Source: an optimization exercise on an open RTL-to-GDS flow (aim: a short achievable clock period and few clock cycles). Production flows keep margins and buffers that such runs may drop.
Function was checked by simulation only, so behaviour that the tests miss may differ from the original.
No activity file was given, so power comes from the tool's default toggle rates.

<file path="design/flow/config.mk">
export PLATFORM = sky130hd
export DESIGN_NAME = first_fit_heap_allocator
export DESIGN_NICKNAME = first_fit_heap_allocator
export VERILOG_FILES = /design/flow/design.v
export SDC_FILE = /design/flow/constraint.sdc
export NUM_CORES = 4
export LEC_CHECK = 0
export CAP_MARGIN = 20
export CORE_MARGIN = 2
export CORE_UTILIZATION = 50
export SETUP_SLACK_MARGIN = 4.0
export SLEW_MARGIN = 20
export TNS_END_PERCENT = 5
</file>
<file path="design/flow/constraint.sdc">
create_clock -name core_clock -period 7.0 [get_ports {clock}]
set_input_delay 1.4000 -clock core_clock [delete_from_list [all_inputs] [get_ports {clock}]]
set_output_delay 1.4000 -clock core_clock [all_outputs]
set_load 0.01 [all_outputs]
</file>
<file path="design/flow/design.v">
`default_nettype none
package ffha_pkg;
   localparam int DEFAULT_HEAP_WORDS       = 128;
   localparam int DEFAULT_INIT_BLOCK_WORDS = 10;
   localparam int INIT_SMALL_BLOCKS        = 5;
   localparam int WORD_BYTES               = 8;
   localparam int PAYLOAD_MAX              = 1023;
   localparam int MAX_HDR_POS              = (PAYLOAD_MAX - WORD_BYTES) / WORD_BYTES;
   localparam int OFFW    = 10;    
   localparam int NEED_W  = 8;     
   localparam int FLAG_W  = 3;     
   localparam logic [FLAG_W-1:0] TAKEN_FLAGS = 3'b001;
   typedef enum logic {
      OP_ALLOC,
      OP_RELEASE
   } opcode_type;
   typedef enum logic [1:0] {
      STATUS_OK,
      STATUS_NO_FIT,
      STATUS_MISALIGNED
   } status_type;
   typedef struct packed {
      opcode_type        opcode;
      logic [OFFW-1:0]   request_bytes;
      logic [OFFW-1:0]   release_offset;
   } req_type;
   typedef struct packed {
      logic [OFFW-1:0]   payload_offset;
      status_type        status;
   } rsp_type;
   typedef struct packed {
      logic split_enable;
   } csr_type;
   typedef struct packed {
      logic empty_hdr;
      logic fits;
      logic do_split;
      logic walk_done;
   } fit_flags_type;
endpackage
`default_nettype wire
`default_nettype none
module ffha_ram #(
   parameter int WIDTH = 8,
   parameter int DEPTH = 16
) (
   input  wire logic                     clock,
   input  wire logic                     we,
   input  wire logic [$clog2(DEPTH)-1:0] waddr,
   input  wire logic [WIDTH-1:0]         wdata,
   input  wire logic [$clog2(DEPTH)-1:0] raddr,
   output      logic [WIDTH-1:0]         rdata
);
   logic [WIDTH-1:0] mem_ff [0:DEPTH-1];
   logic [WIDTH-1:0] rdata_ff;
   always_ff @(posedge clock) begin
      if (we) begin
         mem_ff[waddr] <= wdata;
      end
      rdata_ff <= mem_ff[raddr];
   end
   assign rdata = rdata_ff;
endmodule
`default_nettype wire
`default_nettype none
module ffha_fit_unit #(
   parameter int HEAP_WORDS = ffha_pkg::DEFAULT_HEAP_WORDS
) (
   input  wire logic [$clog2(HEAP_WORDS)+3:0] hdr,
   input  wire logic [$clog2(HEAP_WORDS):0]   pos,
   input  wire logic [ffha_pkg::NEED_W-1:0]             need,
   input  wire logic                          split_en,
   output      logic [3:0]                    flags_o,
   output      logic [$clog2(HEAP_WORDS)-1:0] next_pos,
   output      logic [$clog2(HEAP_WORDS)+3:0] take_hdr,
   output      logic [$clog2(HEAP_WORDS)+3:0] rest_hdr,
   output      logic [$clog2(HEAP_WORDS)-1:0] rest_addr,
   output      logic [ffha_pkg::OFFW-1:0]               payload_off
);
   localparam int AW   = $clog2(HEAP_WORDS);
   localparam int PW   = AW + 1;
   localparam int HW   = PW + ffha_pkg::FLAG_W;
   localparam int CMPW = (PW > ffha_pkg::NEED_W) ? PW : ffha_pkg::NEED_W;
   localparam int SUMW = CMPW + 1;
   logic [PW-1:0]   size;
   logic [CMPW-1:0] size_c;
   logic [CMPW-1:0] need_c;
   logic [CMPW-1:0] rest_words;
   logic [SUMW-1:0] next_sum;
   logic [SUMW-1:0] rest_sum;
   logic            free;
   ffha_pkg::fit_flags_type   flags;
   assign flags_o = flags;
   always_comb begin
      size       = hdr[HW-1:ffha_pkg::FLAG_W];
      free       = (hdr[ffha_pkg::FLAG_W-1:0] == '0);
      size_c     = CMPW'(size);
      need_c     = CMPW'(need);
      rest_words = size_c - need_c;
      next_sum   = SUMW'(pos) + SUMW'(size);
      rest_sum   = SUMW'(pos) + SUMW'(need);
      flags.empty_hdr = (size == '0);
      flags.fits      = (size != '0) && free && (size_c >= need_c) &&
                        (32'(pos) <= ffha_pkg::MAX_HDR_POS);
      flags.do_split  = split_en && (size_c > need_c);
      flags.walk_done = (next_sum >= SUMW'(HEAP_WORDS));
      next_pos    = AW'(next_sum);
      take_hdr    = flags.do_split ? HW'({need, ffha_pkg::TAKEN_FLAGS}) : {size, ffha_pkg::TAKEN_FLAGS};
      rest_hdr    = HW'({rest_words, {ffha_pkg::FLAG_W{1'b0}}});
      rest_addr   = AW'(rest_sum);
      payload_off = ffha_pkg::OFFW'({pos + PW'(1), {ffha_pkg::FLAG_W{1'b0}}});
   end
endmodule
`default_nettype wire
`default_nettype none
module first_fit_heap_allocator #(
   parameter int HEAP_WORDS       = ffha_pkg::DEFAULT_HEAP_WORDS,
   parameter int INIT_BLOCK_WORDS = ffha_pkg::DEFAULT_INIT_BLOCK_WORDS
) (
   input  wire logic              clock,
   input  wire logic              reset,
   input  wire logic              req_valid,
   output      logic              req_ready,
   input  wire logic              req_opcode,
   input  wire logic [ffha_pkg::OFFW-1:0]   req_request_bytes,
   input  wire logic [ffha_pkg::OFFW-1:0]   req_release_offset,
   output      logic              rsp_valid,
   input  wire logic              rsp_ready,
   output      logic [ffha_pkg::OFFW-1:0]   rsp_payload_offset,
   output      logic [1:0]        rsp_status,
   input  wire logic              csr_valid,
   output      logic              csr_ready,
   input  wire logic              csr_split_enable
);
   localparam int N    = HEAP_WORDS;
   localparam int AW   = $clog2(HEAP_WORDS);
   localparam int NW   = ffha_pkg::NEED_W;        
   localparam int OW   = ffha_pkg::OFFW;
   localparam int GW   = OW + 2;                  
   localparam int QD   = 5;                       
   localparam int CW   = 3;                       
   localparam int NSMALL_WORDS = ffha_pkg::INIT_SMALL_BLOCKS * INIT_BLOCK_WORDS;
   logic [AW-1:0] off_ff  [0:N-1];
   logic [N-1:0]  free_ff;
   logic [N-1:0]  last_ff;
   logic [N-1:0]  lf_ff;
   logic          r1_vld_ff;
   logic          r1_rel_ff;         
   logic          r1_se_ff;          
   logic [OW-1:0] r1_bytes_ff;
   logic [OW-1:0] r1_off_ff;         
   logic          r2_vld_ff;
   logic          r2_rel_ff;
   logic          r2_se_ff;
   logic [NW-1:0] r2_need_ff;
   logic [NW-1:0] r2_needm1_ff;
   logic [1:0]    r2_relst_ff;       
   logic [N-1:0]  r2_relmask_ff;     
   logic          r3_vld_ff;
   logic          r3_rel_ff;
   logic [1:0]    r3_relst_ff;
   logic          r3_found_ff;
   logic [N-1:0]  r3_hsel_ff;        
   logic          split_en_ff;
   logic [QD-1:0]    q_vld_ff;
   logic [OW+1:0]    q_dat_ff [0:QD-1];
   logic [CW-1:0]    cnt_ff;
   logic             req_ready_ff;
   logic [GW-1:0] g2;                
   logic [NW-1:0] need1;
   logic [AW-1:0] rel_w;
   logic          rel_mis;
   logic          rel_zero;
   logic [N-1:0]  c1, c2, relmask_in;
   logic [N-1:0]  ge_w;              
   logic          w_hdr;             
   logic [N-1:0]  rks [0:AW];        
   always_comb begin
      g2       = GW'(r1_bytes_ff) + GW'({r2_need_ff, 3'b000});
      need1    = NW'((GW'(r1_bytes_ff) + GW'(15)) >> 3);
      rel_mis  = (r1_off_ff[2:0] != 3'd0);
      rel_zero = (r1_off_ff[OW-1:3] == '0);
      rel_w    = AW'(r1_off_ff[OW-1:3] - 7'd1);
      w_hdr    = 1'b0;
      for (int j = 0; j < N; j++) begin
         c1[j] = (GW'(r1_bytes_ff) <= GW'({off_ff[j], 3'b000})) &&
                 !(j == N - 1 && off_ff[j] == '0);
         c2[j] = (g2 <= GW'({off_ff[j], 3'b000})) &&
                 !(j == N - 1 && NW'(off_ff[j]) == r2_need_ff);
         ge_w[j] = (AW'(j) >= rel_w);
         if (AW'(j) == rel_w && off_ff[j] == '0) w_hdr = 1'b1;
      end
      rks[0] = {last_ff[N-2:0] & ge_w[N-2:0], 1'b0};
      for (int l = 0; l < AW; l++) begin
         for (int j = 0; j < N; j++) begin
            if (j >= (1 << l)) rks[l+1][j] = rks[l][j] | rks[l][j - (1 << l)];
            else               rks[l+1][j] = rks[l][j];
         end
      end
      relmask_in = ge_w & ~rks[AW] & {N{w_hdr}};
   end
   logic          do_alloc;
   logic          do_rel;
   logic [N-1:0]  pre;       
   logic [N-1:0]  bfit;      
   logic [N-1:0]  take;      
   logic [N-1:0]  lo;        
   logic [N-1:0]  eq;        
   logic [N-1:0]  rs_s;      
   logic [N-1:0]  hd;        
   logic          found;
   logic [AW-1:0] off_s [0:N-1];
   logic [N-1:0]  free_s, last_s, lf_s;
   logic [N-1:0]  free_u, lf_u;
   logic [AW-1:0] off_in [0:N-1];
   logic [N-1:0]  free_in, last_in, lf_in;
   logic [N-1:0]  ks [0:AW];
   logic [N-1:0]  sg [0:AW];
   logic [N-1:0]  sp [0:AW];
   always_comb begin
      do_alloc = r2_vld_ff && !r2_rel_ff;
      do_rel   = r2_vld_ff && r2_rel_ff;
      ks[0] = {lf_ff[N-2:0], 1'b0};
      sg[0] = lf_ff;
      sp[0] = ~last_ff;
      for (int l = 0; l < AW; l++) begin
         for (int j = 0; j < N; j++) begin
            if (j >= (1 << l)) ks[l+1][j] = ks[l][j] | ks[l][j - (1 << l)];
            else               ks[l+1][j] = ks[l][j];
            if (j + (1 << l) < N) begin
               sg[l+1][j] = sg[l][j] | (sp[l][j] & sg[l][j + (1 << l)]);
               sp[l+1][j] = sp[l][j] & sp[l][j + (1 << l)];
            end else begin
               sg[l+1][j] = sg[l][j];
               sp[l+1][j] = sp[l][j];
            end
         end
      end
      pre   = ks[AW];
      bfit  = sg[AW];
      found = pre[N-1] | lf_ff[N-1];
      for (int j = 0; j < N; j++) begin
         take[j] = do_alloc && bfit[j] && !pre[j];
         hd[j]   = (off_ff[j] == '0);
         lo[j]   = (NW'(off_ff[j]) < r2_need_ff);
         eq[j]   = (NW'(off_ff[j]) == r2_needm1_ff);
         rs_s[j] = r2_se_ff && !lo[j];
         if (rs_s[j]) begin
            free_s[j] = 1'b1;
            off_s[j]  = off_ff[j] - AW'(r2_need_ff);
            last_s[j] = last_ff[j];
            lf_s[j]   = c2[j] && last_ff[j];
         end else begin
            free_s[j] = 1'b0;
            off_s[j]  = off_ff[j];
            last_s[j] = last_ff[j] || (r2_se_ff && eq[j]);
            lf_s[j]   = 1'b0;
         end
         free_u[j] = free_ff[j] || (do_rel && r2_relmask_ff[j]);
         lf_u[j]   = c1[j] && free_u[j] && last_ff[j];
         if (take[j]) begin
            off_in[j]  = off_s[j];
            free_in[j] = free_s[j];
            last_in[j] = last_s[j];
            lf_in[j]   = lf_s[j];
         end else begin
            off_in[j]  = off_ff[j];
            free_in[j] = free_u[j];
            last_in[j] = last_ff[j];
            lf_in[j]   = lf_u[j];
         end
      end
   end
   logic [AW-1:0] hpos1;     
   logic          push;
   logic [OW+1:0] push_dat;
   logic          pop;
   always_comb begin
      hpos1 = '0;
      for (int j = 0; j < N - 1; j++) begin
         if (r3_hsel_ff[j]) hpos1 = hpos1 | AW'(j + 1);
      end
      push = r3_vld_ff;
      if (r3_rel_ff) begin
         push_dat = {OW'(0), r3_relst_ff};
      end else if (r3_found_ff) begin
         push_dat = {hpos1, 3'b000, ffha_pkg::STATUS_OK};
      end else begin
         push_dat = {OW'(0), ffha_pkg::STATUS_NO_FIT};
      end
      pop = q_vld_ff[0] && rsp_ready;
   end
   assign req_ready          = req_ready_ff;
   assign csr_ready          = 1'b1;
   assign rsp_valid          = q_vld_ff[0];
   assign rsp_payload_offset = q_dat_ff[0][OW+1:2];
   assign rsp_status         = q_dat_ff[0][1:0];
   logic          acc;
   logic [CW-1:0] cnt_in;
   logic [QD-1:0] q_vld_sh, q_vld_in;
   logic [OW+1:0] q_dat_sh [0:QD-1];
   logic [OW+1:0] q_dat_in [0:QD-1];
   always_comb begin
      acc    = req_valid && req_ready_ff;
      cnt_in = cnt_ff + CW'(acc) - CW'(pop);
      for (int k = 0; k < QD; k++) begin
         if (pop) begin
            q_vld_sh[k] = (k + 1 < QD) ? q_vld_ff[(k + 1) % QD] : 1'b0;
            q_dat_sh[k] = q_dat_ff[(k + 1) % QD];
         end else begin
            q_vld_sh[k] = q_vld_ff[k];
            q_dat_sh[k] = q_dat_ff[k];
         end
      end
      for (int k = 0; k < QD; k++) begin
         q_vld_in[k] = q_vld_sh[k];
         q_dat_in[k] = q_dat_sh[k];
         if (push && !q_vld_sh[k] && (k == 0 || q_vld_sh[(k + QD - 1) % QD])) begin
            q_vld_in[k] = 1'b1;
            q_dat_in[k] = push_dat;
         end
      end
   end
   always_ff @(posedge clock) begin
      if (reset) begin
         for (int j = 0; j < N; j++) begin
            if (j < NSMALL_WORDS) begin
               off_ff[j]  <= AW'(j % INIT_BLOCK_WORDS);
               last_ff[j] <= (j % INIT_BLOCK_WORDS) == INIT_BLOCK_WORDS - 1;
            end else begin
               off_ff[j]  <= AW'(j - NSMALL_WORDS);
               last_ff[j] <= (j == N - 1);
            end
         end
         free_ff      <= '1;
         lf_ff        <= '0;
         r1_vld_ff    <= 1'b0;
         r2_vld_ff    <= 1'b0;
         r3_vld_ff    <= 1'b0;
         split_en_ff  <= 1'b1;
         q_vld_ff     <= '0;
         cnt_ff       <= '0;
         req_ready_ff <= 1'b1;
      end else begin
         for (int j = 0; j < N; j++) begin
            off_ff[j] <= off_in[j];
         end
         free_ff <= free_in;
         last_ff <= last_in;
         lf_ff   <= lf_in;
         if (csr_valid) split_en_ff <= csr_split_enable;
         r1_vld_ff <= acc;
         r2_vld_ff <= r1_vld_ff;
         r3_vld_ff <= r2_vld_ff;
         q_vld_ff     <= q_vld_in;
         cnt_ff       <= cnt_in;
         req_ready_ff <= (cnt_in < CW'(QD));
      end
      r1_rel_ff   <= (req_opcode == ffha_pkg::OP_RELEASE);
      r1_se_ff    <= csr_valid ? csr_split_enable : split_en_ff;
      r1_bytes_ff <= req_request_bytes;
      r1_off_ff   <= req_release_offset;
      r2_rel_ff     <= r1_rel_ff;
      r2_se_ff      <= r1_se_ff;
      r2_need_ff    <= need1;
      r2_needm1_ff  <= need1 - NW'(1);
      r2_relst_ff   <= rel_mis ? ffha_pkg::STATUS_MISALIGNED : ffha_pkg::STATUS_OK;
      r2_relmask_ff <= (rel_mis || rel_zero) ? '0 : relmask_in;
      r3_rel_ff   <= r2_rel_ff;
      r3_relst_ff <= r2_relst_ff;
      r3_found_ff <= found;
      r3_hsel_ff  <= take & hd;
      for (int k = 0; k < QD; k++) q_dat_ff[k] <= q_dat_in[k];
   end
endmodule
`default_nettype wire
</file>
<file path="design/flow/run.sh">
#!/bin/bash
# synth_recipe.tcl (not shown) runs the flow's synth.tcl, then flattens the netlist and writes it again
# the make line also repeats each setting of config.mk as NAME=value (left out here)
make -C /OpenROAD-flow-scripts/flow DESIGN_CONFIG=/design/flow/config.mk WORK_HOME=/design/flow/orfs CLKGATE_MAP_FILE= SYNTH_SCRIPT=/design/flow/synth_recipe.tcl finish
</file>
==> reports/metrics.csv, run 1 <==
metric,value,unit
fraction of layout cells with a size suffix above 1,0.1062,
# IOs,42,
Die Y,559.7,um
Post-synth ARST share,0,
Clock Latency Late Sink,0.99,ns
worst slew pin tran,1.372,ns
"flops & latches, synth",1652,
post-DR wirelength/cell,32.47,um
clk_skew,0.08748,ns
initial antenna violation count,115,
vias,155800,
clock slew at reported path FFs,0.07,ns
min-delay worst type,reg -> reg,
warnings from Yosys,11,
remaining routing DRC violations,0,
main flop type after synthesis,dfxtp_1,
CP startpoint kind,flop,
Multi-input gate area,117800,um2
GRT Overall Usage,0.4643,
Max Cap Viol,0,
worst-case clock buffer depth,4,
critical path class,reg -> reg,
DRT iter0 DRCs,19110,
"Cell Area, Synth",154400,um2
Reg area,33890,um2
Post-Route WL,766800,um
Slew Limit Fails,0,
first-pass GRT wire length,1060000,um
layout net count,22100,
Num CTS Buffers,212,
gr ovfl total,0,
"Design Area, Final",177500,um2
Lkg Pwr,77.78,nW
Slew HR,0.07793,
Post-synth EDFFs,60,
largest net degree at the start of global routing,131,
fmax,202.8,MHz
CP max FO,8,
Worst EP arrival,5.75,ns
chip width,559.7,um
CTS Sinks,1652,
CTS tree,built,
synthesized instance count,18750,
initial core utilization,0.5011,
vias in the first global route,143400,
Layout Utilization,0.5762,
most frequent cells in the layout,"ha_1, dfxtp_1, nor2_1",
final setup violation count,0,
Critical Path RT,7.82,ns
Crit. End Element,flop,
Tcrit/Tclk final,0.7043,
min Tclk post-route,4.930,ns
Syn Area/Cell,8.235,um2
Port Buffer Count,40,
cts hold-fix bufs,0,
status,timing/DRC/antenna clean,
Vias/cell,6.599,
area delta synth->final,14.98,%
Placed Instances,22800,
power per standard cell area,184.9,nW/um2
H-tree depth,4,
post-DP HPWL,554500,um
Die ar.,313200,um2
Pre-antenna DRT Iters,8,
setup_tns,0,ns
gpl congestion,1.083,
Post-DRT Antenna Nets,0,
Netlist cell types,108,
core footprint,308100,um2
final hold viol count,0,
dpl cell area,162800,um2
Layout fillers,28310,
RSZ-0062 raised after global routing,yes,
sequential cell area fraction in the yosys report,0.2181,
fin cells,23620,
Max IR drop VDD,345.3,uV
worst setup margin,2.070,ns
row cnt,204,
Setup WS pre-CTS,0.7924,ns
Root Buffer,clkbuf_16,
"commonest non-fill, non-tap cell in the layout",ha_1,
==> power breakdown <==
part | switching, mW | internal [mW] | leakage (nW)
clock network | 5.06 | 7.11 | 3.67
registers | 0.159 | 9.50 | 13.4
logic | 6.81 | 4.18 | 60.7
total | 12.0 | 20.8 | 77.8
==> cell usage after synthesis, types with 39 or more instances <==
master	instances	area, um2
ha_1	2702	33810
dfxtp_1	1592	31870
nor2_1	1385	5199
a21oi_1	1250	6256
o21ai_0	1130	5655
inv_1	1090	4091
nand2_1	1025	3847
xnor2_1	794	6954
nor2b_1	790	4942
nand2b_1	733	4586
xor2_1	722	6324
nand4_1	543	3397
a21o_1	508	3814
clkbuf_1	505	1896
nor4_1	480	3003
nor3_1	451	2257
mux2i_1	365	3654
nand3_1	351	1757
o211ai_1	304	2282
o21a_1	200	1501
mux2_2	145	1633
a41oi_1	133	1165
fa_1	130	2603
or4_1	120	900.9
a211oi_1	103	773.2
or3_1	90	563.0
o31ai_1	85	638.1
and2_1	82	513.0
or2_2	73	456.7
buf_1	70	262.8
and3_1	68	425.4
edfxtp_1	60	1802
a31oi_1	50	312.8
nor3b_1	44	330.3
o311ai_0	39	341.6
==> layout make-up <==
| cell class | count | area share |
|---|---|---|
| Inverter | 1090 | 0.02370 |
| Sequential cell | 1652 | 0.1909 |
| Clock buffer | 291 | 0.03423 |
| Tap cell | 4120 | 0.02904 |
| Multi-Input combinational cell | 15400 | 0.6633 |
| Clock inverter | 97 | 0.007640 |
| Antenna cell | 76 | 0.001071 |
| Timing Repair Buffer | 885 | 0.05005 |
==> registers in the layout, indices dropped and copies added (netlist names), 3 cells and up <==
signal and count:
cnt_ff 3, free_ff 128, last_ff 128, lf_ff 128, off_ff 896, q_dat_ff 60, q_vld_ff 5, r1_bytes_ff 10
r1_off_ff 10, r2_need_ff 8, r2_needm1_ff 8, r2_relmask_ff 128, r3_hsel_ff 127
==> worst max-delay path: stages (launching register included) <==
cell      delay (ns)
dfxtp_1         0.74
inv_1           0.20
a21oi_1         0.29
o31ai_1         0.30
a211oi_2        0.66
o21ai_0         0.53
a211oi_1        0.38
buf_4           0.22
nor2_1          0.07
nor3_1          0.57
a21oi_1         0.32
mux2i_1         0.49
==> per-layer routing <==
| metal | track usage | part of all wire | vias to the layer above |
|---|---|---|---|
| met5 | 0 | 0.00048 | - |
| met4 | 0.2609 | 0.065 | 52 |
| met3 | 0.1361 | 0.13 | 2036 |
| met2 | 0.6509 | 0.39 | 9382 |
| met1 | 0.6298 | 0.41 | 75420 |
| li1 | - | - | 68940 |
==> worst paths after layout <==
check                                  from   endpoint  slack (ns)  cells past startpoint
worst max-delay path            last_ff[36]   lf_ff[0]        2.07                     11
worst min-delay path              r1_rel_ff  r2_rel_ff        0.33                      0
worst min register to register    r1_rel_ff  r2_rel_ff        0.33                      0
worst max register to register  last_ff[36]   lf_ff[0]        2.07                     11
==> logic make-up (layout without fill, tap and decap cells) <==
family / count (synthesis) / in the layout / synth area share
AOI/OAI and AO/OA: 4197 / 4197 / 0.1691
xor gates and xnor gates: 1518 / 1518 / 0.08621
adders and majority gates: 2832 / 2832 / 0.2358
buffers and inverters: 1698 / 2363 / 0.04193
DFF: 1652 / 1652 / 0.2181
muxes: 510 / 510 / 0.03424
other: 1 / 77 / 0.00002429
and+or+nand+nor: 6341 / 6346 / 0.2146
==> per-stage QoR <==
stage / power, mW / hold slack (ns)
CTS: 32.05 / 0.3278
global placement: 19.39 / 0.3123
floorplan: 15.97 / 0.3096
global route: 33.87 / 0.3305
finish: 32.82 / 0.3287
detailed placement: 19.56 / 0.3121
==> what timing repair did <==
action | 4_1_cts | 5_1_grt
resized for setup | 409 | 476
pin swaps | 89 | 98
endpoints found under the hold margin | 0 | 0
gates cloned | 8 | 10
buffers inserted | 177 | 160
endpoints found under the setup margin | 1609 | 1624
Testbench counts, summed over its fixed seeds: cycles 4,832.
==> run 2, diff against run 1 <==
--- a/design/flow/design.v
+++ b/design/flow/design.v
@@ -134,21 +134,35 @@
 );
    localparam int N    = HEAP_WORDS;
    localparam int AW   = $clog2(HEAP_WORDS);
+   localparam int SW   = AW;                      
    localparam int NW   = ffha_pkg::NEED_W;        
    localparam int OW   = ffha_pkg::OFFW;
-   localparam int GW   = OW + 2;                  
+   localparam int GW   = OW + 3;                  
    localparam int QD   = 5;                       
    localparam int CW   = 3;                       
    localparam int NSMALL_WORDS = ffha_pkg::INIT_SMALL_BLOCKS * INIT_BLOCK_WORDS;
-   logic [AW-1:0] off_ff  [0:N-1];
+   function automatic logic ge_f(input logic [NW:0] a, input logic [NW:0] b);
+      logic r;
+      r = 1'b1;
+      for (int k = 0; k <= NW; k++) begin
+         r = (a[k] & ~b[k]) | ((a[k] | ~b[k]) & r);
+      end
+      ge_f = r;
+   endfunction
+   logic [SW-1:0] off_ff  [0:N-1];
+   logic [SW-1:0] sz_ff   [0:N-1];
    logic [N-1:0]  free_ff;
    logic [N-1:0]  last_ff;
+   logic [N-1:0]  bf_ff;
    logic [N-1:0]  lf_ff;
    logic          r1_vld_ff;
    logic          r1_rel_ff;         
    logic          r1_se_ff;          
-   logic [OW-1:0] r1_bytes_ff;
-   logic [OW-1:0] r1_off_ff;         
+   logic [NW-1:0] r1_need_ff;        
+   logic [NW:0]   r1_n01_ff;         
+   logic [AW-1:0] r1_ow_ff;          
+   logic          r1_relok_ff;       
+   logic          r1_mis_ff;         
    logic          r2_vld_ff;
    logic          r2_rel_ff;
    logic          r2_se_ff;
@@ -166,107 +180,86 @@
    logic [OW+1:0]    q_dat_ff [0:QD-1];
    logic [CW-1:0]    cnt_ff;
    logic             req_ready_ff;
-   logic [GW-1:0] g2;                
-   logic [NW-1:0] need1;
-   logic [AW-1:0] rel_w;
-   logic          rel_mis;
-   logic          rel_zero;
    logic [N-1:0]  c1, c2, relmask_in;
-   logic [N-1:0]  ge_w;              
-   logic          w_hdr;             
-   logic [N-1:0]  rks [0:AW];        
    always_comb begin
-      g2       = GW'(r1_bytes_ff) + GW'({r2_need_ff, 3'b000});
-      need1    = NW'((GW'(r1_bytes_ff) + GW'(15)) >> 3);
-      rel_mis  = (r1_off_ff[2:0] != 3'd0);
-      rel_zero = (r1_off_ff[OW-1:3] == '0);
-      rel_w    = AW'(r1_off_ff[OW-1:3] - 7'd1);
-      w_hdr    = 1'b0;
       for (int j = 0; j < N; j++) begin
-         c1[j] = (GW'(r1_bytes_ff) <= GW'({off_ff[j], 3'b000})) &&
+         c1[j] = ge_f((NW+1)'(sz_ff[j]), (NW+1)'(r1_need_ff)) &&
                  !(j == N - 1 && off_ff[j] == '0);
-         c2[j] = (g2 <= GW'({off_ff[j], 3'b000})) &&
+         c2[j] = ge_f((NW+1)'(sz_ff[j]), r1_n01_ff) &&
                  !(j == N - 1 && NW'(off_ff[j]) == r2_need_ff);
-         ge_w[j] = (AW'(j) >= rel_w);
-         if (AW'(j) == rel_w && off_ff[j] == '0) w_hdr = 1'b1;
+         relmask_in[j] = r1_relok_ff &&
+                         ((AW+1)'(off_ff[j]) + (AW+1)'(r1_ow_ff) == (AW+1)'(j + 1));
       end
-      rks[0] = {last_ff[N-2:0] & ge_w[N-2:0], 1'b0};
-      for (int l = 0; l < AW; l++) begin
-         for (int j = 0; j < N; j++) begin
-            if (j >= (1 << l)) rks[l+1][j] = rks[l][j] | rks[l][j - (1 << l)];
-            else               rks[l+1][j] = rks[l][j];
-         end
-      end
-      relmask_in = ge_w & ~rks[AW] & {N{w_hdr}};
    end
    logic          do_alloc;
    logic          do_rel;
    logic [N-1:0]  pre;       
-   logic [N-1:0]  bfit;      
+   logic [N-1:0]  cand;      
    logic [N-1:0]  take;      
+   logic [N-1:0]  spl;       
    logic [N-1:0]  lo;        
-   logic [N-1:0]  eq;        
    logic [N-1:0]  rs_s;      
    logic [N-1:0]  hd;        
    logic          found;
-   logic [AW-1:0] off_s [0:N-1];
-   logic [N-1:0]  free_s, last_s, lf_s;
-   logic [N-1:0]  free_u, lf_u;
-   logic [AW-1:0] off_in [0:N-1];
-   logic [N-1:0]  free_in, last_in, lf_in;
+   logic [SW-1:0] off_s [0:N-1];
+   logic [SW-1:0] sz_s  [0:N-1];
+   logic [N-1:0]  free_s, last_s, bf_s, lf_s;
+   logic [N-1:0]  free_u, bf_u, lf_u;
+   logic [SW-1:0] off_in [0:N-1];
+   logic [SW-1:0] sz_in  [0:N-1];
+   logic [N-1:0]  free_in, last_in, bf_in, lf_in;
    logic [N-1:0]  ks [0:AW];
-   logic [N-1:0]  sg [0:AW];
-   logic [N-1:0]  sp [0:AW];
    always_comb begin
       do_alloc = r2_vld_ff && !r2_rel_ff;
       do_rel   = r2_vld_ff && r2_rel_ff;
       ks[0] = {lf_ff[N-2:0], 1'b0};
-      sg[0] = lf_ff;
-      sp[0] = ~last_ff;
       for (int l = 0; l < AW; l++) begin
          for (int j = 0; j < N; j++) begin
             if (j >= (1 << l)) ks[l+1][j] = ks[l][j] | ks[l][j - (1 << l)];
             else               ks[l+1][j] = ks[l][j];
-            if (j + (1 << l) < N) begin
-               sg[l+1][j] = sg[l][j] | (sp[l][j] & sg[l][j + (1 << l)]);
-               sp[l+1][j] = sp[l][j] & sp[l][j + (1 << l)];
-            end else begin
-               sg[l+1][j] = sg[l][j];
-               sp[l+1][j] = sp[l][j];
-            end
          end
       end
       pre   = ks[AW];
-      bfit  = sg[AW];
       found = pre[N-1] | lf_ff[N-1];
       for (int j = 0; j < N; j++) begin
-         take[j] = do_alloc && bfit[j] && !pre[j];
+         cand[j] = do_alloc && bf_ff[j];
+         take[j] = cand[j] && !pre[j];
          hd[j]   = (off_ff[j] == '0);
-         lo[j]   = (NW'(off_ff[j]) < r2_need_ff);
-         eq[j]   = (NW'(off_ff[j]) == r2_needm1_ff);
-         rs_s[j] = r2_se_ff && !lo[j];
+         spl[j]  = r2_se_ff && !ge_f((NW+1)'(r2_need_ff), (NW+1)'(sz_ff[j]));
+         lo[j]   = !ge_f((NW+1)'(off_ff[j]), (NW+1)'(r2_need_ff));
+         rs_s[j] = spl[j] && !lo[j];
+         free_s[j] = rs_s[j];
          if (rs_s[j]) begin
-            free_s[j] = 1'b1;
-            off_s[j]  = off_ff[j] - AW'(r2_need_ff);
+            sz_s[j]   = sz_ff[j] - SW'(r2_need_ff);
+            off_s[j]  = off_ff[j] - SW'(r2_need_ff);
             last_s[j] = last_ff[j];
-            lf_s[j]   = c2[j] && last_ff[j];
+         end else if (spl[j]) begin
+            sz_s[j]   = SW'(r2_need_ff);
+            off_s[j]  = off_ff[j];
+            last_s[j] = (NW'(off_ff[j]) == r2_needm1_ff);
          end else begin
-            free_s[j] = 1'b0;
+            sz_s[j]   = sz_ff[j];
             off_s[j]  = off_ff[j];
-            last_s[j] = last_ff[j] || (r2_se_ff && eq[j]);
-            lf_s[j]   = 1'b0;
+            last_s[j] = last_ff[j];
          end
+         bf_s[j] = rs_s[j] && c2[j];
+         lf_s[j] = bf_s[j] && last_s[j];
          free_u[j] = free_ff[j] || (do_rel && r2_relmask_ff[j]);
-         lf_u[j]   = c1[j] && free_u[j] && last_ff[j];
+         bf_u[j]   = c1[j] && free_u[j];
+         lf_u[j]   = bf_u[j] && last_ff[j];
          if (take[j]) begin
             off_in[j]  = off_s[j];
+            sz_in[j]   = sz_s[j];
             free_in[j] = free_s[j];
             last_in[j] = last_s[j];
+            bf_in[j]   = bf_s[j];
             lf_in[j]   = lf_s[j];
          end else begin
             off_in[j]  = off_ff[j];
+            sz_in[j]   = sz_ff[j];
             free_in[j] = free_u[j];
             last_in[j] = last_ff[j];
+            bf_in[j]   = bf_u[j];
             lf_in[j]   = lf_u[j];
          end
       end
@@ -296,12 +289,16 @@
    assign rsp_payload_offset = q_dat_ff[0][OW+1:2];
    assign rsp_status         = q_dat_ff[0][1:0];
    logic          acc;
+   logic [OW:0]   req_sum;
+   logic [NW-1:0] req_need;
    logic [CW-1:0] cnt_in;
    logic [QD-1:0] q_vld_sh, q_vld_in;
    logic [OW+1:0] q_dat_sh [0:QD-1];
    logic [OW+1:0] q_dat_in [0:QD-1];
    always_comb begin
       acc    = req_valid && req_ready_ff;
+      req_sum  = (OW+1)'(req_request_bytes) + (OW+1)'(15);
+      req_need = NW'(req_sum[OW:3]);
       cnt_in = cnt_ff + CW'(acc) - CW'(pop);
       for (int k = 0; k < QD; k++) begin
          if (pop) begin
@@ -325,14 +322,17 @@
       if (reset) begin
          for (int j = 0; j < N; j++) begin
             if (j < NSMALL_WORDS) begin
-               off_ff[j]  <= AW'(j % INIT_BLOCK_WORDS);
+               off_ff[j]  <= SW'(j % INIT_BLOCK_WORDS);
+               sz_ff[j]   <= SW'(INIT_BLOCK_WORDS);
                last_ff[j] <= (j % INIT_BLOCK_WORDS) == INIT_BLOCK_WORDS - 1;
             end else begin
-               off_ff[j]  <= AW'(j - NSMALL_WORDS);
+               off_ff[j]  <= SW'(j - NSMALL_WORDS);
+               sz_ff[j]   <= SW'(N - NSMALL_WORDS);
                last_ff[j] <= (j == N - 1);
             end
          end
          free_ff      <= '1;
+         bf_ff        <= '0;
          lf_ff        <= '0;
          r1_vld_ff    <= 1'b0;
          r2_vld_ff    <= 1'b0;
@@ -344,9 +344,11 @@
       end else begin
          for (int j = 0; j < N; j++) begin
             off_ff[j] <= off_in[j];
+            sz_ff[j]  <= sz_in[j];
          end
          free_ff <= free_in;
          last_ff <= last_in;
+         bf_ff   <= bf_in;
          lf_ff   <= lf_in;
          if (csr_valid) split_en_ff <= csr_split_enable;
          r1_vld_ff <= acc;
@@ -358,14 +360,17 @@
       end
       r1_rel_ff   <= (req_opcode == ffha_pkg::OP_RELEASE);
       r1_se_ff    <= csr_valid ? csr_split_enable : split_en_ff;
-      r1_bytes_ff <= req_request_bytes;
-      r1_off_ff   <= req_release_offset;
+      r1_need_ff  <= req_need;
+      r1_n01_ff   <= (NW+1)'(req_need) + (NW+1)'(r1_need_ff);
+      r1_ow_ff    <= req_release_offset[OW-1:3];
+      r1_relok_ff <= (req_release_offset[2:0] == 3'd0) && (req_release_offset[OW-1:3] != '0);
+      r1_mis_ff   <= (req_release_offset[2:0] != 3'd0);
       r2_rel_ff     <= r1_rel_ff;
       r2_se_ff      <= r1_se_ff;
-      r2_need_ff    <= need1;
-      r2_needm1_ff  <= need1 - NW'(1);
-      r2_relst_ff   <= rel_mis ? ffha_pkg::STATUS_MISALIGNED : ffha_pkg::STATUS_OK;
-      r2_relmask_ff <= (rel_mis || rel_zero) ? '0 : relmask_in;
+      r2_need_ff    <= r1_need_ff;
+      r2_needm1_ff  <= r1_need_ff - NW'(1);
+      r2_relst_ff   <= r1_mis_ff ? ffha_pkg::STATUS_MISALIGNED : ffha_pkg::STATUS_OK;
+      r2_relmask_ff <= relmask_in;
       r3_rel_ff   <= r2_rel_ff;
       r3_relst_ff <= r2_relst_ff;
       r3_found_ff <= found;
==> run 2 against run 1 <==
Net effect: worst hold slack worse by 0.0021 ns; critical path depth is 2 lower; synthesized cell count is 65% higher; global-route usage is 3.5 points lower; largest cell class unchanged; power is 68% higher; wire length is 55% higher; setup slack better by 0.97 ns; sequential cell count is 1030 higher; via count is 60% higher; sequential power is 66% higher; die area is 64% higher; still clean on timing, DRC and antenna.
==> reports/metrics.csv, run 2 <==
metric,value,unit
Post-DRT Antenna Nets,0,
min-delay worst type,reg -> reg,
post-DR wirelength/cell,30.58,um
remaining routing DRC violations,0,
Multi-input gate area,192300,um2
Lkg Pwr,130.6,nW
Synth top area share,0.2081,
Netlist cell types,106,
vias,249900,
reg2reg setup slack,3.04,ns
Pwr Total,55.29,mW
Commonest cells post-synth,"ha_1, dfxtp_1, inv_1",
Sw Ratio,0.3898,
Max Cap Viol,0,
Reg area,54470,um2
Pre-antenna DRT Iters,8,
GRT Overall Usage,0.4296,
warnings from Yosys,11,
top flop regs,"off_ff: 896 flops, sz_ff: 896 flops",
dominant cells by area after synthesis,"ha_1, dfxtp_1, xnor2_1",
post-synth top area cell,ha_1,
Num CTS Buffers,355,
fraction of layout cells with a size suffix above 1,0.1022,
worst slew pin tran,1.174,ns
RSZ-0062 raised after global routing,yes,
DRT iter0 DRCs,31170,
CP max FO,47,
hold path cells,0,
Worst Hold Endpoint,r2_relst_ff[1],
power per standard cell area,188.4,nW/um2
"flops & latches, synth",2682,
largest net degree at the start of global routing,136,
# IOs,42,
most frequent cell after synthesis,ha_1,
worst-case clock buffer depth,4,
Critical Path RT,7.91,ns
Slew HR,0.2103,
row cnt,262,
H-tree depth,5,
CTS tree,built,
Int Pwr,33.74,mW
setup_tns,0,ns
CTS Sinks,2682,
vias in the first global route,228500,
final setup violation count,0,
cts hold-fix bufs,0,
Die Y,717.7,um
Port Buffer Count,40,
gr ovfl total,0,
Clock Latency Late Sink,1.05,ns
post-DP HPWL,756700,um
Post-synth EDFFs,60,
Layout Utilization,0.5777,
core footprint,508100,um2
Clk pwr share,0.362,
Die ar.,515100,um2
Post-synth ARST share,0,
chip width,717.7,um
Syn Area/Cell,8.233,um2
area delta synth->final,15.26,%
first-pass GRT wire length,1638000,um
gpl congestion,1.038,
Post-Route WL,1185000,um
Crit Reg-Reg Endpoint,lf_ff[25],
Vias/cell,6.449,
CP startpoint kind,flop,
Layout fillers,46310,
clk_skew,0.05164,ns
Worst EP arrival,4.87,ns
final hold viol count,0,
sequential share of power,0.289,
main flop type after synthesis,dfxtp_1,
net switching power,21.55,mW
synthesized instance count,30930,
Comb pwr share,0.349,
clock slew at reported path FFs,0.06,ns
initial antenna violation count,124,
critical path class,reg -> reg,
Critical R2R Launch,r1_n01_ff[3],
min Tclk post-route,3.960,ns
initial core utilization,0.5012,
status,timing/DRC/antenna clean,
most frequent cells in the layout,"ha_1, dfxtp_1, inv_1",
Worst Reg-to-Reg Cells,9,
sequential cell area fraction in the yosys report,0.2132,
fmax,252.5,MHz
Tcrit/Tclk final,0.5657,
Slew Limit Fails,0,
"commonest non-fill, non-tap cell in the layout",ha_1,
Max IR drop VDD,214.9,uV
Root Buffer,clkbuf_16,
"Cell Area, Synth",254700,um2
layout net count,36240,
Crit. End Element,flop,
worst hold path startpoint,r1_mis_ff,
run 2: cell count changes after synthesis, moves of 491 or more:
cell | previous run | this run
ha_1 | 2702 | 4235
nand2_1 | 1025 | 2327
inv_1 | 1090 | 2372
dfxtp_1 | 1592 | 2622
a21oi_1 | 1250 | 2191
nor2_1 | 1385 | 2280
maj3_1 | 0 | 671
clkbuf_1 | 505 | 1046
xor2_1 | 722 | 1213
run 2: power by group through the flow:
stage          Combinational, mW  Clock (mW)  Sequential, mW
2_1_floorplan               9.99           0            16.2
3_3_place_gp                16.4           0            16.5
3_5_place_dp                16.6           0            16.5
4_1_cts                     17.7        20.0            16.0
5_1_grt                     19.9        20.6            15.9
6_report                    19.3        20.0            16.0
run 2: kinds of logic after synthesis:
logic type                 after synthesis  share of synthesized area
DFF                                   2682                     0.2132
adders and majority gates             5292                     0.2648
xor gates and xnor gates              2471                    0.08498
AOI/OAI and AO/OA                     7307                     0.1855
muxes                                  582                    0.02321
buffers and inverters                 3621                    0.05356
and+or+nand+nor                       8978                     0.1747
other                                    1                 0.00001472
run 2: routing by layer:
layer  GRT usage  up-vias  routed length, um  part of all wire
met5           0        -                578           0.00049
met1      0.5442   120100             452400              0.38
met3      0.1062     3891             144800              0.12
li1            -   110800                  -                 -
met4      0.3246       52             109500             0.092
met2      0.6279    15060             477600              0.40
run 2: what timing repair did:
action / in CTS / in global routing
resized for setup: 693 / 781
cloned: 37 / 43
buffers inserted: 302 / 443
pin swaps: 128 / 204
setup endpoints to repair: 2513 / 2499
run 2: how the worst max path moves through the flow:
stage	startpoint	endpoint	slack, ns
floorplan	r2_need_ff[1]	free_ff[50]	-0.38
global placement	lf_ff[7]	lf_ff[56]	1.13
detailed placement	r2_rel_ff	lf_ff[89]	1.74
CTS	r1_ow_ff[1]	r2_relmask_ff[84]	3.32
global route	r1_n01_ff[3]	lf_ff[25]	3.21
finish	r1_n01_ff[3]	lf_ff[25]	3.04
run 2: critical path: stages (launching register included):
cell and delay (ns):
dfxtp_4 0.78, inv_8 0.24, buf_12 0.29, o22ai_1 0.40, o22ai_1 0.12, maj3_1 0.39
maj3_1 0.38, maj3_1 0.39, a32o_1 0.30, nor2b_1 0.19
run 2: area by class of cell:
| cell class | count | area share |
|---|---|---|
| diodes | 125 | 0.001066 |
| clock buffers | 520 | 0.03586 |
| clock inverters | 129 | 0.005899 |
| inverters | 2384 | 0.03159 |
| multi-input cells | 24650 | 0.6550 |
| flip-flops and latches | 2682 | 0.1856 |
| well taps | 6732 | 0.02869 |
| repair buffers | 1515 | 0.05573 |
| repair inverters | 11 | 0.0005626 |
run 2: through the flow:
stage	worst slack, ns	cells	hold slack, ns	cell area, um2
2_1_floorplan	-0.3797	30930	0.3096	255600
3_3_place_gp	1.134	37140	0.3109	266800
3_5_place_dp	1.735	37140	0.3128	266900
4_1_cts	3.320	38130	0.3266	285600
5_1_grt	3.214	38690	0.3311	293400
6_report	3.040	38750	0.3266	293500
Testbench counts of run 2, summed over its fixed seeds: cycles 4,832.
==> run 3, diff against run 2 <==
--- a/design/flow/design.v
+++ b/design/flow/design.v
@@ -138,17 +138,11 @@
    localparam int NW   = ffha_pkg::NEED_W;        
    localparam int OW   = ffha_pkg::OFFW;
    localparam int GW   = OW + 3;                  
-   localparam int QD   = 5;                       
+   localparam int QD   = 6;                       
    localparam int CW   = 3;                       
+   localparam int NC   = 4;                       
+   localparam int GS   = N / NC;                  
    localparam int NSMALL_WORDS = ffha_pkg::INIT_SMALL_BLOCKS * INIT_BLOCK_WORDS;
-   function automatic logic ge_f(input logic [NW:0] a, input logic [NW:0] b);
-      logic r;
-      r = 1'b1;
-      for (int k = 0; k <= NW; k++) begin
-         r = (a[k] & ~b[k]) | ((a[k] | ~b[k]) & r);
-      end
-      ge_f = r;
-   endfunction
    logic [SW-1:0] off_ff  [0:N-1];
    logic [SW-1:0] sz_ff   [0:N-1];
    logic [N-1:0]  free_ff;
@@ -158,16 +152,16 @@
    logic          r1_vld_ff;
    logic          r1_rel_ff;         
    logic          r1_se_ff;          
-   logic [NW-1:0] r1_need_ff;        
-   logic [NW:0]   r1_n01_ff;         
-   logic [AW-1:0] r1_ow_ff;          
-   logic          r1_relok_ff;       
+   logic [NW-1:0] r1_need_ff  [0:NC-1];    
+   logic [NW:0]   r1_n01_ff   [0:NC-1];    
+   logic [AW-1:0] r1_ow_ff    [0:NC-1];    
+   logic          r1_relok_ff [0:NC-1];    
    logic          r1_mis_ff;         
    logic          r2_vld_ff;
    logic          r2_rel_ff;
    logic          r2_se_ff;
-   logic [NW-1:0] r2_need_ff;
-   logic [NW-1:0] r2_needm1_ff;
+   logic [NW-1:0] r2_need_ff   [0:NC-1];
+   logic [NW-1:0] r2_needm1_ff [0:NC-1];
    logic [1:0]    r2_relst_ff;       
    logic [N-1:0]  r2_relmask_ff;     
    logic          r3_vld_ff;
@@ -175,6 +169,8 @@
    logic [1:0]    r3_relst_ff;
    logic          r3_found_ff;
    logic [N-1:0]  r3_hsel_ff;        
+   logic          r4_vld_ff;
+   logic [OW+1:0] r4_dat_ff;         
    logic          split_en_ff;
    logic [QD-1:0]    q_vld_ff;
    logic [OW+1:0]    q_dat_ff [0:QD-1];
@@ -183,12 +179,12 @@
    logic [N-1:0]  c1, c2, relmask_in;
    always_comb begin
       for (int j = 0; j < N; j++) begin
-         c1[j] = ge_f((NW+1)'(sz_ff[j]), (NW+1)'(r1_need_ff)) &&
+         c1[j] = (NW'(sz_ff[j]) >= r1_need_ff[j / GS]) &&
                  !(j == N - 1 && off_ff[j] == '0);
-         c2[j] = ge_f((NW+1)'(sz_ff[j]), r1_n01_ff) &&
-                 !(j == N - 1 && NW'(off_ff[j]) == r2_need_ff);
-         relmask_in[j] = r1_relok_ff &&
-                         ((AW+1)'(off_ff[j]) + (AW+1)'(r1_ow_ff) == (AW+1)'(j + 1));
+         c2[j] = ((NW+1)'(sz_ff[j]) >= r1_n01_ff[j / GS]) &&
+                 !(j == N - 1 && NW'(off_ff[j]) == r2_need_ff[j / GS]);
+         relmask_in[j] = r1_relok_ff[j / GS] &&
+                         ((AW+1)'(off_ff[j]) == (AW+1)'(j + 1) - (AW+1)'(r1_ow_ff[j / GS]));
       end
    end
    logic          do_alloc;
@@ -209,34 +205,47 @@
    logic [SW-1:0] sz_in  [0:N-1];
    logic [N-1:0]  free_in, last_in, bf_in, lf_in;
    logic [N-1:0]  ks [0:AW];
+   logic [N-1:0]  npre;      
+   logic [N-1:0]  take_g;
+   for (genvar j = 0; j < N; j++) begin : g_take
+      ffha_and2 u_take (.a(cand[j]), .b(npre[j]), .y(take_g[j]));
+   end
+   for (genvar l = 0; l < AW; l++) begin : g_ks
+      for (genvar j = 0; j < N; j++) begin : g_node
+         if (j >= (1 << l)) begin : g_op
+            if (l % 2 == 0) begin : g_nor
+               ffha_nor2 u_g (.a(ks[l][j]), .b(ks[l][j - (1 << l)]), .y(ks[l+1][j]));
+            end else begin : g_nand
+               ffha_nand2 u_g (.a(ks[l][j]), .b(ks[l][j - (1 << l)]), .y(ks[l+1][j]));
+            end
+         end else begin : g_pass
+            assign ks[l+1][j] = ~ks[l][j];
+         end
+      end
+   end
+   assign ks[0] = {lf_ff[N-2:0], 1'b0};
    always_comb begin
       do_alloc = r2_vld_ff && !r2_rel_ff;
       do_rel   = r2_vld_ff && r2_rel_ff;
-      ks[0] = {lf_ff[N-2:0], 1'b0};
-      for (int l = 0; l < AW; l++) begin
-         for (int j = 0; j < N; j++) begin
-            if (j >= (1 << l)) ks[l+1][j] = ks[l][j] | ks[l][j - (1 << l)];
-            else               ks[l+1][j] = ks[l][j];
-         end
-      end
-      pre   = ks[AW];
+      npre  = ks[AW];        
+      pre   = ~npre;
       found = pre[N-1] | lf_ff[N-1];
       for (int j = 0; j < N; j++) begin
          cand[j] = do_alloc && bf_ff[j];
-         take[j] = cand[j] && !pre[j];
+         take[j] = take_g[j];
          hd[j]   = (off_ff[j] == '0);
-         spl[j]  = r2_se_ff && !ge_f((NW+1)'(r2_need_ff), (NW+1)'(sz_ff[j]));
-         lo[j]   = !ge_f((NW+1)'(off_ff[j]), (NW+1)'(r2_need_ff));
+         spl[j]  = r2_se_ff && (NW'(sz_ff[j]) > r2_need_ff[j / GS]);
+         lo[j]   = (NW'(off_ff[j]) < r2_need_ff[j / GS]);
          rs_s[j] = spl[j] && !lo[j];
          free_s[j] = rs_s[j];
          if (rs_s[j]) begin
-            sz_s[j]   = sz_ff[j] - SW'(r2_need_ff);
-            off_s[j]  = off_ff[j] - SW'(r2_need_ff);
+            sz_s[j]   = sz_ff[j] - SW'(r2_need_ff[j / GS]);
+            off_s[j]  = off_ff[j] - SW'(r2_need_ff[j / GS]);
             last_s[j] = last_ff[j];
          end else if (spl[j]) begin
-            sz_s[j]   = SW'(r2_need_ff);
+            sz_s[j]   = SW'(r2_need_ff[j / GS]);
             off_s[j]  = off_ff[j];
-            last_s[j] = (NW'(off_ff[j]) == r2_needm1_ff);
+            last_s[j] = (NW'(off_ff[j]) == r2_needm1_ff[j / GS]);
          end else begin
             sz_s[j]   = sz_ff[j];
             off_s[j]  = off_ff[j];
@@ -273,7 +282,7 @@
       for (int j = 0; j < N - 1; j++) begin
          if (r3_hsel_ff[j]) hpos1 = hpos1 | AW'(j + 1);
       end
-      push = r3_vld_ff;
+      push = r4_vld_ff;
       if (r3_rel_ff) begin
          push_dat = {OW'(0), r3_relst_ff};
       end else if (r3_found_ff) begin
@@ -314,7 +323,7 @@
          q_dat_in[k] = q_dat_sh[k];
          if (push && !q_vld_sh[k] && (k == 0 || q_vld_sh[(k + QD - 1) % QD])) begin
             q_vld_in[k] = 1'b1;
-            q_dat_in[k] = push_dat;
+            q_dat_in[k] = r4_dat_ff;
          end
       end
    end
@@ -337,6 +346,7 @@
          r1_vld_ff    <= 1'b0;
          r2_vld_ff    <= 1'b0;
          r3_vld_ff    <= 1'b0;
+         r4_vld_ff    <= 1'b0;
          split_en_ff  <= 1'b1;
          q_vld_ff     <= '0;
          cnt_ff       <= '0;
@@ -354,28 +364,59 @@
          r1_vld_ff <= acc;
          r2_vld_ff <= r1_vld_ff;
          r3_vld_ff <= r2_vld_ff;
+         r4_vld_ff <= r3_vld_ff;
          q_vld_ff     <= q_vld_in;
          cnt_ff       <= cnt_in;
          req_ready_ff <= (cnt_in < CW'(QD));
       end
       r1_rel_ff   <= (req_opcode == ffha_pkg::OP_RELEASE);
       r1_se_ff    <= csr_valid ? csr_split_enable : split_en_ff;
-      r1_need_ff  <= req_need;
-      r1_n01_ff   <= (NW+1)'(req_need) + (NW+1)'(r1_need_ff);
-      r1_ow_ff    <= req_release_offset[OW-1:3];
-      r1_relok_ff <= (req_release_offset[2:0] == 3'd0) && (req_release_offset[OW-1:3] != '0);
+      for (int k = 0; k < NC; k++) begin
+         if ((k == 0) || (k == 1 && acc) || (k == 2 && req_valid) || (k == 3 && req_ready_ff)) begin
+            r1_need_ff[k]  <= req_need;
+            r1_n01_ff[k]   <= (NW+1)'(req_need) + (NW+1)'(r1_need_ff[k]);
+            r1_ow_ff[k]    <= req_release_offset[OW-1:3];
+            r1_relok_ff[k] <= (req_release_offset[2:0] == 3'd0) && (req_release_offset[OW-1:3] != '0);
+         end
+      end
       r1_mis_ff   <= (req_release_offset[2:0] != 3'd0);
       r2_rel_ff     <= r1_rel_ff;
       r2_se_ff      <= r1_se_ff;
-      r2_need_ff    <= r1_need_ff;
-      r2_needm1_ff  <= r1_need_ff - NW'(1);
+      for (int k = 0; k < NC; k++) begin
+         r2_need_ff[k]   <= r1_need_ff[k];
+         r2_needm1_ff[k] <= r1_need_ff[k] - NW'(1);
+      end
       r2_relst_ff   <= r1_mis_ff ? ffha_pkg::STATUS_MISALIGNED : ffha_pkg::STATUS_OK;
       r2_relmask_ff <= relmask_in;
       r3_rel_ff   <= r2_rel_ff;
       r3_relst_ff <= r2_relst_ff;
       r3_found_ff <= found;
       r3_hsel_ff  <= take & hd;
+      r4_dat_ff   <= push_dat;
       for (int k = 0; k < QD; k++) q_dat_ff[k] <= q_dat_in[k];
    end
 endmodule
 `default_nettype wire
+`default_nettype none
+module ffha_nor2 (
+   input  wire logic a,
+   input  wire logic b,
+   output      logic y
+);
+   assign y = ~(a | b);
+endmodule
+module ffha_and2 (
+   input  wire logic a,
+   input  wire logic b,
+   output      logic y
+);
+   assign y = a & b;
+endmodule
+module ffha_nand2 (
+   input  wire logic a,
+   input  wire logic b,
+   output      logic y
+);
+   assign y = ~(a & b);
+endmodule
+`default_nettype wire
--- a/design/flow/config.mk
+++ b/design/flow/config.mk
@@ -10,4 +10,5 @@
 export CORE_UTILIZATION = 50
 export SETUP_SLACK_MARGIN = 4.0
 export SLEW_MARGIN = 20
+export SYNTH_HIERARCHICAL = 1
 export TNS_END_PERCENT = 5
==> run 3 against run 2 <==
Net effect: sequential share of layout area grew 2.3 points; power is 2.6% higher; synthesized area shrank 3.3%; count of clock-buffer cells in the layout is 17 higher; first-iteration DRC count shrank 14%; non-clock buffer count is 472 lower; die area down 3.2%; via count is 2.7% lower; register-to-register slack improved by 0.42 ns; sequential power increased by 6%; wire length fell by 8.4%; critical path depth shrank 2.
==> reports/metrics.csv, run 3 <==
metric,value,unit
"commonest non-fill, non-tap cell in the layout",ha_1,
Syn Area/Cell,8.299,um2
fmax,282.6,MHz
Clock Latency Late Sink,1.07,ns
largest net degree at the start of global routing,148,
main flop type after synthesis,dfxtp_1,
# IOs,42,
RSZ-0062 raised after global routing,yes,
worst slew pin tran,1.306,ns
status,timing/DRC/antenna clean,
Tcrit/Tclk final,0.5054,
Post-synth EDFFs,147,
Slew HR,0.1228,
DRT iter0 DRCs,26870,
Commonest cells post-synth,"ha_1, dfxtp_1, nor2_1",
gpl congestion,1.022,
remaining routing DRC violations,0,
Post-DRT Antenna Nets,0,
Synth top area share,0.2179,
Root Buffer,clkbuf_16,
initial antenna violation count,142,
fraction of layout cells with a size suffix above 1,0.1041,
core footprint,490400,um2
Netlist cell types,113,
fin cells,36920,
worst-case clock buffer depth,4,
final setup violation count,0,
H-tree depth,5,
vias,243000,
gr ovfl total,0,
CP startpoint kind,flop,
dominant cells by area after synthesis,"dfxtp_1, ha_1, xor2_1",
reg2reg setup slack,3.46,ns
critical path class,reg -> reg,
most frequent cells in the layout,"ha_1, dfxtp_1, nand2_1",
Post-synth ARST share,0,
min-delay worst type,reg -> reg,
clk_skew,0.08408,ns
initial core utilization,0.5024,
layout net count,34040,
area delta synth->final,13.43,%
synthesized instance count,29690,
Die Y,705.9,um
"flops & latches, synth",2828,
GRT Overall Usage,0.4113,
vias in the first global route,221600,
top flop regs,"off_ff: 896 flops, sz_ff: 896 flops",
Worst EP arrival,4.39,ns
Placed Instances,35730,
final hold viol count,0,
Vias/cell,6.583,
Layout Utilization,0.5699,
warnings from Yosys,39,
"Cell Area, Synth",246400,um2
Critical Path RT,7.85,ns
Setup crit end,r2_relmask_ff[69],
post-DP HPWL,727300,um
Pre-antenna DRT Iters,9,
Crit. Startpoint,r1_ow_ff[2][1],
Die ar.,498400,um2
CP max FO,25,
Crit. End Element,flop,
Lkg Pwr,117.7,nW
Crit Reg-Reg Endpoint,r2_relmask_ff[69],
most frequent cell after synthesis,ha_1,
first-pass GRT wire length,1536000,um
Layout fillers,44590,
cts hold-fix bufs,0,
Post-Route WL,1086000,um
Worst Reg-to-Reg Cells,7,
setup_tns,0,ns
power per standard cell area,203.0,nW/um2
row cnt,257,
Max IR drop VDD,205.8,uV
sequential cell area fraction in the yosys report,0.2358,
min Tclk post-route,3.538,ns
post-synth top area cell,dfxtp_1,
chip width,705.9,um
clock slew at reported path FFs,0.06,ns
Slew Limit Fails,0,
Port Buffer Count,40,
CTS tree,built,
Critical R2R Launch,r1_ow_ff[2][1],
post-DR wirelength/cell,29.41,um
Max Cap Viol,0,
Pwr Total,56.72,mW
Num CTS Buffers,366,
CTS Sinks,2828,
==> run 3: cell types whose count changed after synthesis, moves of 262 or more <==
| cell | previous run | this run |
|---|---|---|
| ha_1 | 4235 | 3708 |
| inv_1 | 2372 | 1065 |
| a31oi_1 | 120 | 449 |
| o21ai_0 | 1313 | 1904 |
| a21o_1 | 663 | 367 |
| clkbuf_1 | 1046 | 784 |
| maj3_1 | 671 | 0 |
| o21a_1 | 56 | 568 |
| o31a_1 | 22 | 302 |
| o21bai_1 | 327 | 28 |
==> run 3: Yosys stat by module, one instance, submodules excluded <==
module,cells inside,cell area [um2]
ffha_and2,1,6.256
ffha_nand2,1,3.754
ffha_nor2,1,3.754
first_fit_heap_allocator,28790,242700
==> run 3: cell families (layout without fill, tap and decap cells) <==
family,Yosys count,after routing,synth area share
adders and majority gates,3969,3969,0.2095
DFF,2828,2828,0.2358
xor gates and xnor gates,2502,2502,0.08922
AOI/OAI and AO/OA,8354,8354,0.2246
other,2,118,0.00003048
muxes,335,335,0.01396
buffers and inverters,2155,2792,0.03382
and+or+nand+nor,9541,9545,0.1931
==> run 3: final cells by class <==
type	count	area, um2	share of cell area
diodes	109	272.8	0.0009761
clock buffers	537	10880	0.03893
clock inverters	119	1570	0.005619
inverters	1086	4524	0.01619
multi-input cells	24710	185700	0.6644
flip-flops and latches	2828	58260	0.2085
well taps	6475	8102	0.02899
repair buffers	1043	10060	0.03599
repair inverters	7	100.1	0.0003582
==> run 3: power breakdown <==
| group | total [mW] | leakage [nW] | switching [mW] | internal [mW] |
|---|---|---|---|---|
| clock network | 20.3 | 6.11 | 8.44 | 11.9 |
| logic | 19.5 | 88.5 | 12.8 | 6.74 |
| registers | 16.9 | 23.1 | 0.432 | 16.5 |
==> run 3: metrics by stage <==
step / cell area, um2 / hold WS [ns] / setup slack (ns)
6_report: 279400 / 0.3283 / 3.462
5_1_grt: 279300 / 0.3354 / 3.544
4_1_cts: 274700 / 0.3295 / 3.608
2_1_floorplan: 248000 / 0.3096 / 3.447
3_5_place_dp: 257400 / 0.3147 / 1.656
3_3_place_gp: 257300 / 0.3116 / 0.8106
==> run 3: routing by layer <==
layer / part of all wire / track usage
met3: 0.11 / 0.09937
met2: 0.41 / 0.6106
met5: 0.00041 / 0
met4: 0.080 / 0.2771
met1: 0.40 / 0.5275
==> run 3: timing repair <==
item	4_1_cts	5_1_grt
buffers inserted	172	215
pin swaps	93	131
resized for setup	799	636
endpoints found under the setup margin	2523	2216
endpoints found under the hold margin	0	0
gates cloned	13	18
==> run 3: how the worst min path moves through the flow <==
stage                        start             end  slack, ns  cells after the start
floorplan                r1_rel_ff       r2_rel_ff       0.31                      0
global placement         r1_mis_ff  r2_relst_ff[1]       0.31                      0
detailed placement       r1_mis_ff  r2_relst_ff[1]       0.31                      0
CTS                      r1_mis_ff  r2_relst_ff[1]       0.33                      0
global route             r1_mis_ff  r2_relst_ff[1]       0.34                      0
finish              r2_relst_ff[1]  r3_relst_ff[1]       0.33                      0
==> run 3: worst max-delay path, cell delays in order (launching register included) <==
cell and delay, ns:
edfxtp_1 0.53, buf_6 0.47, ha_2 0.44, xor2_2 0.53
buf_4 0.36, xnor2_1 0.08, or4_1 0.39, nor4_1 0.52
Testbench counts of run 3, summed over its fixed seeds: cycles 4,840.

-- static timing again, ports no longer ideal --
The flow's constraints put no driver on any port. The routed layouts listed below were extracted and timed again, unchanged, in two steps. Step 1 (the two cells are an assumption about what drives the block):
set clk [get_ports {clock}]
set_driving_cell -lib_cell sky130_fd_sc_hd__clkbuf_16 $clk
set_driving_cell -lib_cell sky130_fd_sc_hd__buf_2 [delete_from_list [all_inputs] $clk]
Step 2 moves the port delays by t, midway between the first and last clock arrival at a register: inputs arrive t later, outputs are due t later. That takes back most of the time a late clock gives input paths. a / b / c = ideal ports / drivers / drivers and shift; a / b = the first two.
run | t (ns) | setup WS [ns] | worst setup path at the end | worst slew at a driven data input, ns | pins driven straight from the clock port
run 1 | 1.061 | 2.070 / 2.070 / 2.070 | register to register | 0.14 | 1
run 2 | 1.168 | 3.040 / 3.040 / 2.476 | input to register | 0.08 | 1
run 3 | 1.156 | 3.462 / 3.462 / 2.596 | input to register | 0.10 | 1
After both steps setup and hold are still met in every run listed. The setup slack of run 3, which loses most, moves by 0.000 ns with the drivers and by -0.866 ns with both steps.
